Background: an optimization exercise with open tools, aiming at small area and few clock cycles per item. Do not read the settings as production practice. Where RTL was checked, it was by simulation tests only, not by an equivalence proof against the original.

## cplx_alu_sched
module cplx_alu_sched
#(
  parameter int WIDTH      = cplx_pkg::CPLX_WIDTH,
  parameter int NREQ       = cplx_pkg::CPLX_NREQ,
  parameter int FIFO_DEPTH = cplx_pkg::CPLX_FIFO_DEPTH
) (
  input  logic                              clk,
  input  logic                              rst_n,
  input  logic [NREQ-1:0]                   req_valid,
  output logic [NREQ-1:0]                   req_ready,
  input  logic [NREQ-1:0]                   req_op,
  input  logic [NREQ-1:0][WIDTH-1:0]        req_a_re,
  input  logic [NREQ-1:0][WIDTH-1:0]        req_a_im,
  input  logic [NREQ-1:0][WIDTH-1:0]        req_b_re,
  input  logic [NREQ-1:0][WIDTH-1:0]        req_b_im,
  output logic                              rsp_valid,
  input  logic                              rsp_ready,
  output logic [$clog2(NREQ)-1:0]           rsp_id,
  output logic                              rsp_op,
  output logic signed [2*WIDTH:0]           rsp_re,
  output logic signed [2*WIDTH:0]           rsp_im,
  output logic                              busy
);
  localparam int IDW = $clog2(NREQ);
  localparam int RW  = 2*WIDTH + 1;
  logic                 pre_v_q, out_v_q;
  logic [IDW-1:0]       pre_id_q, out_id_q;
  logic signed [RW-1:0] pre_re_q;
  logic                 out_op_q;
  logic signed [RW-1:0] out_re_q, out_im_q;
  logic [IDW-1:0]       add_ptr_q, mul_ptr_q;
  logic [IDW-1:0]       nm_id_q;
  logic [NREQ-1:0]      add_req, mul_req, mul_left, taken;
  logic                 taken_found;
  logic [IDW-1:0]       taken_pick;
  logic                 add_found, mul_found;
  logic [IDW-1:0]       add_pick, mul_pick, mul_base, cand;
  logic                 can_load, load_mul, load_add, do_pre;
  logic [IDW-1:0]       mac_id;
  logic signed [RW-1:0] mac_res;
  logic signed [RW-1:0] add_re, add_im;
  always_comb begin
  ...
Size: roughly 2900 cells after synthesis, ~110 flip-flops, ~340 I/O pins.
export LEC_CHECK = 0
export ABC_AREA = 1
export CAP_MARGIN = 20
export CORE_MARGIN = 2
export CORE_UTILIZATION = 40
export SLEW_MARGIN = 20
create_clock -name core_clock -period 10.0 [get_ports {clk}]
standard.sh (not shown) runs the stock make flow with config.mk's settings and CLKGATE_MAP_FILE= SYNTH_SCRIPT=/design/flow/synth_recipe.tcl, a recipe that flattens the netlist after the stock synthesis.
==> flow/flow/run.sh <==
#!/bin/bash
# The standard layout, with the port buffers that global placement inserts made
# sky130_fd_sc_hd__buf_1 instead of the tool's default pick; every port still gets one.
set -euo pipefail
export BUFFER_PORTS_ARGS="-buffer_cell sky130_fd_sc_hd__buf_1"
bash standard.sh finish > standard.log 2>&1
Testbench counts at the start, summed over its fixed seeds: cycles 3,828, items 3,200.
Next try:
- ABC_AREA: 1 -> unset
Outcome: The changed run produced a clean layout. Critical path depth is lower by 10. Non-clock buffer count came out higher by 45. Maximum frequency goes up by 4.8%. Die area is lower by 0.61%.


cplx_alu_sched, a different RTL version from the one above (not shown whole).
Size: ~3200 cells after synthesis, roughly 25000 um2 of cells after synthesis.
// cplx_alu_sched
module cplx_alu_sched
#(
  parameter int WIDTH      = cplx_pkg::CPLX_WIDTH,
  parameter int NREQ       = cplx_pkg::CPLX_NREQ,
  parameter int FIFO_DEPTH = cplx_pkg::CPLX_FIFO_DEPTH
) (
  input  logic                              clk,
  input  logic                              rst_n,
  input  logic [NREQ-1:0]                   req_valid,
  output logic [NREQ-1:0]                   req_ready,
  input  logic [NREQ-1:0]                   req_op,
  input  logic [NREQ-1:0][WIDTH-1:0]        req_a_re,
  input  logic [NREQ-1:0][WIDTH-1:0]        req_a_im,
  input  logic [NREQ-1:0][WIDTH-1:0]        req_b_re,
  input  logic [NREQ-1:0][WIDTH-1:0]        req_b_im,
  output logic                              rsp_valid,
  input  logic                              rsp_ready,
  output logic [$clog2(NREQ)-1:0]           rsp_id,
  output logic                              rsp_op,
  output logic signed [2*WIDTH:0]           rsp_re,
  output logic signed [2*WIDTH:0]           rsp_im,
  output logic                              busy
);
export LEC_CHECK = 0
export CAP_MARGIN = 20
export CORE_MARGIN = 2
export CORE_UTILIZATION = 40
export SLEW_MARGIN = 20
create_clock -name core_clock -period 10.0 [get_ports {clk}]
Scripts as last shown in full above: flow/flow/run.sh
Testbench counts at the start, summed over its fixed seeds: cycles 3,896, items 3,200.
Rerun with:
==> flow/run.sh (new file) <==
#!/bin/bash
# synth_recipe.tcl (not shown) runs the flow's synth.tcl, then flattens the netlist and writes it again
# the make line also repeats each setting of config.mk as NAME=value (left out here)
make -C /OpenROAD-flow-scripts/flow DESIGN_CONFIG=/design/flow/config.mk WORK_HOME=/design/flow/orfs CLKGATE_MAP_FILE= SYNTH_SCRIPT=/design/flow/synth_recipe.tcl finish
removed: flow/flow/run.sh
removed: flow/standard.sh
Wire length grows by 6.1%; worst hold slack degrades by 0.013 ns; via count grows by 1.6%; die area does not change; global-route usage grows by 2.0 points; worst setup slack degrades by 0.40 ns; first-iteration DRC count shrinks by 4.4%; cell area grows by 8.6%; clock-buffer cell count shrinks by 1.


v15:
cplx_alu_sched, a different RTL version from the one above (not shown whole).
For scale: ~110 flip-flops, about 340 I/O pins, roughly 0.022 mm² of cells after synthesis.
clock: 10.0 ns
lec_check: 0
abc_area: 1
cap_margin: 5
core_margin: 2
core_utilization: 60
cts_buf_list: sky130_fd_sc_hd__clkbuf_4 sky130_fd_sc_hd__clkbuf_8
place_density: 0.75
slew_margin: 5
==> flow/flow/run.sh <==
#!/bin/bash
# The standard layout, with the port buffers that global placement inserts made
# sky130_fd_sc_hd__buf_1 instead of the tool's default pick; every port still gets one.
set -euo pipefail
export BUFFER_PORTS_ARGS="-buffer_cell sky130_fd_sc_hd__buf_1"
bash standard.sh finish > standard.log 2>&1
v15 finished every step from synthesis to the final layout, and the layout passed the timing, design-rule and antenna checks.
What v5 does differently from v15 at the input level:
# v15
export LEC_CHECK = 0
export ABC_AREA = 1
export CAP_MARGIN = 5
export CORE_MARGIN = 2
export CORE_UTILIZATION = 60
export CTS_BUF_LIST = sky130_fd_sc_hd__clkbuf_4 sky130_fd_sc_hd__clkbuf_8
export PLACE_DENSITY = 0.75
export SLEW_MARGIN = 5
create_clock -name core_clock -period 10.0 [get_ports {clk}]
# v5
export LEC_CHECK = 0
export ABC_AREA = 1
export CAP_MARGIN = 20
export CORE_MARGIN = 2
export CORE_UTILIZATION = 60
export PLACE_DENSITY = 0.75
export SLEW_MARGIN = 20
create_clock -name core_clock -period 10.0 [get_ports {clk}]
==> flow/flow/run.sh <==
#!/bin/bash
# The standard layout, with two changes to how the layout is made:
#  - the port buffers that global placement inserts are sky130_fd_sc_hd__buf_1 instead of the
#    tool's default pick (every port still gets one);
#  - after global routing's timing repair, gates on paths with positive slack are downsized
#    (ORFS's RECOVER_POWER step, on all such paths).
set -euo pipefail
export BUFFER_PORTS_ARGS="-buffer_cell sky130_fd_sc_hd__buf_1"
export RECOVER_POWER=100
bash standard.sh finish > standard.log 2>&1
Results
Nothing crashed in v5 and all stages finished; the problem is that the final layout failed, the offending checks being max-capacitance violations, max-slew violations. Compared v5 against v15; sequential cell area share within noise. Signed area change from the synthesized netlist to the final layout across v5 and v15: no real change. Reported for v5 and v15, synthesized cell count turned out identical to the last digit.
The following lists how v22 was set up differently from v5:
==> flow/flow/run.sh <==
#!/bin/bash
# The standard layout, with the port buffers that global placement inserts made
# sky130_fd_sc_hd__buf_1 instead of the tool's default pick; every port still gets one.
set -euo pipefail
export BUFFER_PORTS_ARGS="-buffer_cell sky130_fd_sc_hd__buf_1"
bash standard.sh finish > standard.log 2>&1
==> comparison <==
v22 finished all stages; the layout is clean. There was hardly any difference in routed wire length per instance between v5 and v22. As far as mean number of vias per cell is concerned, v5 and v22 perform about the same. On flip-flop and latch count, v22 and v5 are basically level. v22 ended with less final worst-path cycle share than v5. v22 vs. v5: cell area went up, wire length did not really move, filler cell count in the final layout went down. v22: required time reported for the critical path endpoint is 0.11 ns lower than what v5 reported. [v22] growth of design area from synthesis to finish rose 0.39 points relative to v5. | ratio of cells with drive above 1 in the final layout | higher: v22 |.
No functional check of the RTL was part of any run of this note.


job 9390:
Another version of the RTL of cplx_alu_sched (not shown whole).
For scale: ~2800 cells after synthesis, roughly 110 flip-flops, roughly 340 I/O pins, ~22000 sq um of cells after synthesis.
clock: 10.0 ns
lec_check: 0
abc_area: 1
cap_margin: 5
core_margin: 2
core_utilization: 60
cts_buf_list: sky130_fd_sc_hd__clkbuf_4 sky130_fd_sc_hd__clkbuf_8
place_density: 0.75
slew_margin: 5
==> flow/flow/run.sh <==
#!/bin/bash
# The standard layout, with the port buffers that global placement inserts made
# sky130_fd_sc_hd__buf_1 instead of the tool's default pick; every port still gets one.
set -euo pipefail
export BUFFER_PORTS_ARGS="-buffer_cell sky130_fd_sc_hd__buf_1"
bash standard.sh finish > standard.log 2>&1
Job 9390: done, clean on timing, DRC and antenna
Testbench counts of job 9390, summed over its fixed seeds: cycles 3,828, items 3,200.
> inputs changed (job 9390 -> job 6288)
- a change of SLEW_MARGIN from 5 to 20
- a change of CAP_MARGIN from 5 to 20
- a change of CORE_UTILIZATION from 60 to 40
- a deleted PLACE_DENSITY that had been 0.75
- a deleted CTS_BUF_LIST that had been sky130_fd_sc_hd__clkbuf_4 sky130_fd_sc_hd__clkbuf_8
Both conditions hold for job 6288: the flow ran to the end and the final layout passed the timing, design-rule and antenna checks.
Comparing job 6288 and job 9390, the lower area of all placed cells without fillers is on job 9390.
Compared with job 9390, job 6288 shows wire length on met2 that has gone up by more than 10%.
Diff job 9390 -> job 6288: hold slack rose by 0.022 ns, final standard cell count with taps included and fillers excluded higher, number of fill cells in the layout saw an increase, non-clock buffering overhead in the final layout +0.34 points.
Against job 9390 as the reference, job 6288 delivers a higher die area.
The minimum setup slack in the final design of job 6288 was superior to that of job 9390.
Modified inputs, job 9866 compared to job 6288
- CORE_UTILIZATION now 60, was 40
- PLACE_DENSITY now 0.75, previously not set
[summary]
Looking at die area, job 9866 sits below job 6288.
Core utilization of the finished layout was higher in job 9866 than in job 6288.
| net count reported at finish | lower: job 9866 |
Slew of the pin with the lowest slew margin ended up 0.027 ns higher on job 9866 than on job 6288.
Diff job 6288 -> job 9866: post-route minimum period has increased; worst setup slack went down.
Per the comparison of job 9866 with job 6288, share of cell area taken by multi-input logic gates now sits higher, delay contributed by the slowest stage of the critical path increased 0.06 ns, final weighted congestion of routability-driven global placement picked up an extra about 8%, well-tap cell count went down.

[what the ideal ports hide]
No port has a modelled driver above. Below, the same layouts with a new extraction and two added sets of constraints.
Step 1: set_driving_cell puts a clkbuf_16 on clk and a buf_2 on each other input, an assumption about the parent block.
Step 2, shift: input delay + t, output delay - t, t = (earliest + latest rising clock arrival at the registers) / 2. This alone moves slack from input paths to output paths.
Three values: ideal ports, drivers, drivers and shift; two values: the first two.
run | t (ns) | slack for setup (ns) | worst slew at a driven data input, ns
the first run of note 1 | 0.418 | 0.727 / 0.740 / 0.322 | 0.14
the second run of note 1 | 0.429 | 1.149 / 1.178 / 0.749 | 0.11
the first run of note 2 | 0.466 | 0.819 / 0.821 / 0.383 | 0.19
the second run of note 2 | 0.463 | 0.422 / 0.332 / -0.131 | 0.17
v15 | 0.414 | 0.876 / 0.888 / 0.474 | 0.07
v5 | 0.400 | 0.610 / 0.631 / 0.231 | 0.07
v22 | 0.400 | 0.806 / 0.825 / 0.425 | 0.07
job 9390 | 0.410 | 0.631 / 0.619 / 0.208 | 0.10
job 6288 | 0.393 | 0.867 / 0.883 / 0.491 | 0.14
job 9866 | 0.391 | 0.603 / 0.599 / 0.208 | 0.09
With both steps, setup timing fails in the second run of note 2, where it was met with ideal ports. For the second run of note 2, which loses most, drivers alone change the setup slack by -0.090 ns; drivers and shift together by -0.553 ns.
